Source: an optimization exercise on an open RTL-to-GDS flow (aim: small area). Production flows keep margins and buffers that such runs may drop. In this exercise RTL edits were held to simulation tests only and were not proved equivalent to the original. No activity file was given, so power comes from the tool's default toggle rates.

== indigo ==
## rv_pipe
module rv_pipe (
    input  logic                        clk_i,
    input  logic                        arst_n_i,
    input  logic                        inst_valid_i,
    input  logic [32-1:0]         inst_addr_i,
    input  logic [32-1:0]         inst_i,
    output logic                        wb_we_o,
    output logic [5-1:0]   wb_waddr_o,
    output logic [32-1:0]         wb_wdata_o
);
clock: 6.5 ns
lec_check: 0
cap_margin: 20
core_margin: 2
core_utilization: 50
place_density: 0.65
setup_slack_margin: 0.2
slew_margin: 20
synth_hierarchical: 1
standard.sh (not shown) runs the stock make flow with config.mk's settings and CLKGATE_MAP_FILE= SYNTH_SCRIPT=/design/flow/synth_recipe.tcl, a recipe that flattens the netlist after the stock synthesis.
==> flow/flow/run.sh <==
#!/bin/bash
# Layout: the standard ORFS flow (standard.sh) with three changes:
#  - clock tree: clkbuf_4 clock buffers, sink clusters of at most 9 within
#    40 um, and no dummy loads,
#  - port buffers: buf_1 instead of the default delay buffer,
#  - before global placement, weak gates driving many loads get the next
#    drive strength (flow/upsize_hf.tcl), which saves buffers.
# make's output goes to flow.log; ORFS writes each step's log under orfs/logs.
set -euo pipefail
here=$(pwd)
bash standard.sh \
  "CTS_ARGS=-sink_clustering_enable -repair_clock_nets -dont_use_dummy_load -buf_list sky130_fd_sc_hd__clkbuf_4 -sink_clustering_size 9 -sink_clustering_max_diameter 40" \
  "BUFFER_PORTS_ARGS=-buffer_cell sky130_fd_sc_hd__buf_1" \
  "PRE_GLOBAL_PLACE_TCL=$here/flow/upsize_hf.tcl" \
  finish > flow.log 2>&1
==> flow/flow/upsize_hf.tcl <==
# Before global placement: a logic gate (not a flip-flop or buffer) that
# drives 10 or more loads and has the smallest drive of its family is given
# the next drive strength up, so that fewer buffers are needed on the
# register file's select, clear and set lines.
set n 0
set db [ord::get_db]
set block [ord::get_db_block]
foreach inst [$block getInsts] {
  set m [[$inst getMaster] getName]
  if {![regexp {^(sky130_fd_sc_hd__[a-z0-9]+)_([01])$} $m -> fam sz]} { continue }
  if {[regexp {__(df|edf|sdf|dl|buf|clkbuf|conb|tap|fill|decap|inv|clkinv)} $fam]} { continue }
  set to ${fam}_2
  if {[$db findMaster $to] eq "NULL"} { continue }
  set fo 0
  foreach it [$inst getITerms] {
    if {[$it isOutputSignal]} {
      set net [$it getNet]
      if {$net ne "NULL"} { foreach x [$net getITerms] { if {[$x isInputSignal]} { incr fo } } }
    }
  }
  if {$fo >= 10} {
    replace_cell [$inst getName] $to
    incr n
  }
}
puts "upsize_hf: resized $n gates"
indigo: PASS, flow complete, no timing, DRC or antenna violations
Inputs modified between indigo and zinc:
==> flow/flow/run.sh <==
#!/bin/bash
# Layout: the standard ORFS flow (standard.sh) with two changes:
#  - clock tree: clkbuf_4 clock buffers, sink clusters of at most 9 within
#    40 um, and no dummy loads,
#  - port buffers: buf_1 instead of the default delay buffer.
# make's output goes to flow.log; ORFS writes each step's log under orfs/logs.
set -euo pipefail
bash standard.sh \
  "CTS_ARGS=-sink_clustering_enable -repair_clock_nets -dont_use_dummy_load -buf_list sky130_fd_sc_hd__clkbuf_4 -sink_clustering_size 9 -sink_clustering_max_diameter 40" \
  "BUFFER_PORTS_ARGS=-buffer_cell sky130_fd_sc_hd__buf_1" \
  finish > flow.log 2>&1
removed: flow/flow/upsize_hf.tcl
==> comparison <==
zinc — number of filler instances in the final layout 69 higher, indigo as reference. zinc -> indigo: number of sequential cells flat. | final worst setup slack | zinc vs indigo | 58 ps higher |. In zinc the area growth from synthesis to layout turned out 0.47 points higher than in indigo. Compared to indigo, zinc has register clock-pin slew on the reported worst setup and hold paths 20 ps higher. Compared to indigo, zinc has peak clock frequency supported by timing 0.97% higher. From indigo to zinc the numbers moved as follows: number of nets in the final layout increased by about 1.4% relative to the old numbers, post-route clock period utilization fell by 0.90 points, total power closely matched the old numbers, fraction of standard cell area that is sequential now smaller, wire length increased by about 2.5% relative to the old numbers.

==> separate check: timing with driven ports <==
The flow's constraints put no driver on any port. The routed layouts listed below were extracted and timed again, unchanged, in two steps. Step 1: set_driving_cell puts a clkbuf_16 on clk_i and a buf_2 on each other input, an assumption about the parent block. Step 2 also shifts input and output timing later by t, the mid clock arrival at the registers, as if the neighbouring blocks saw the same clock. Three values: ideal, step 1, step 2; two values: the first two.
run	t, ns	setup WS [ns]	hold WS [ns]	clock arrival spread, ns	worst data-port slew with drivers (ns)
indigo	1.168	0.454 / 0.454 / 0.454	0.190 / 0.155 / 0.515	0.107 / 0.106	0.04
zinc	1.161	0.513 / 0.513 / 0.513	0.236 / 0.193 / 0.500	0.124 / 0.124	0.06
After both steps every run listed still meets setup and hold.
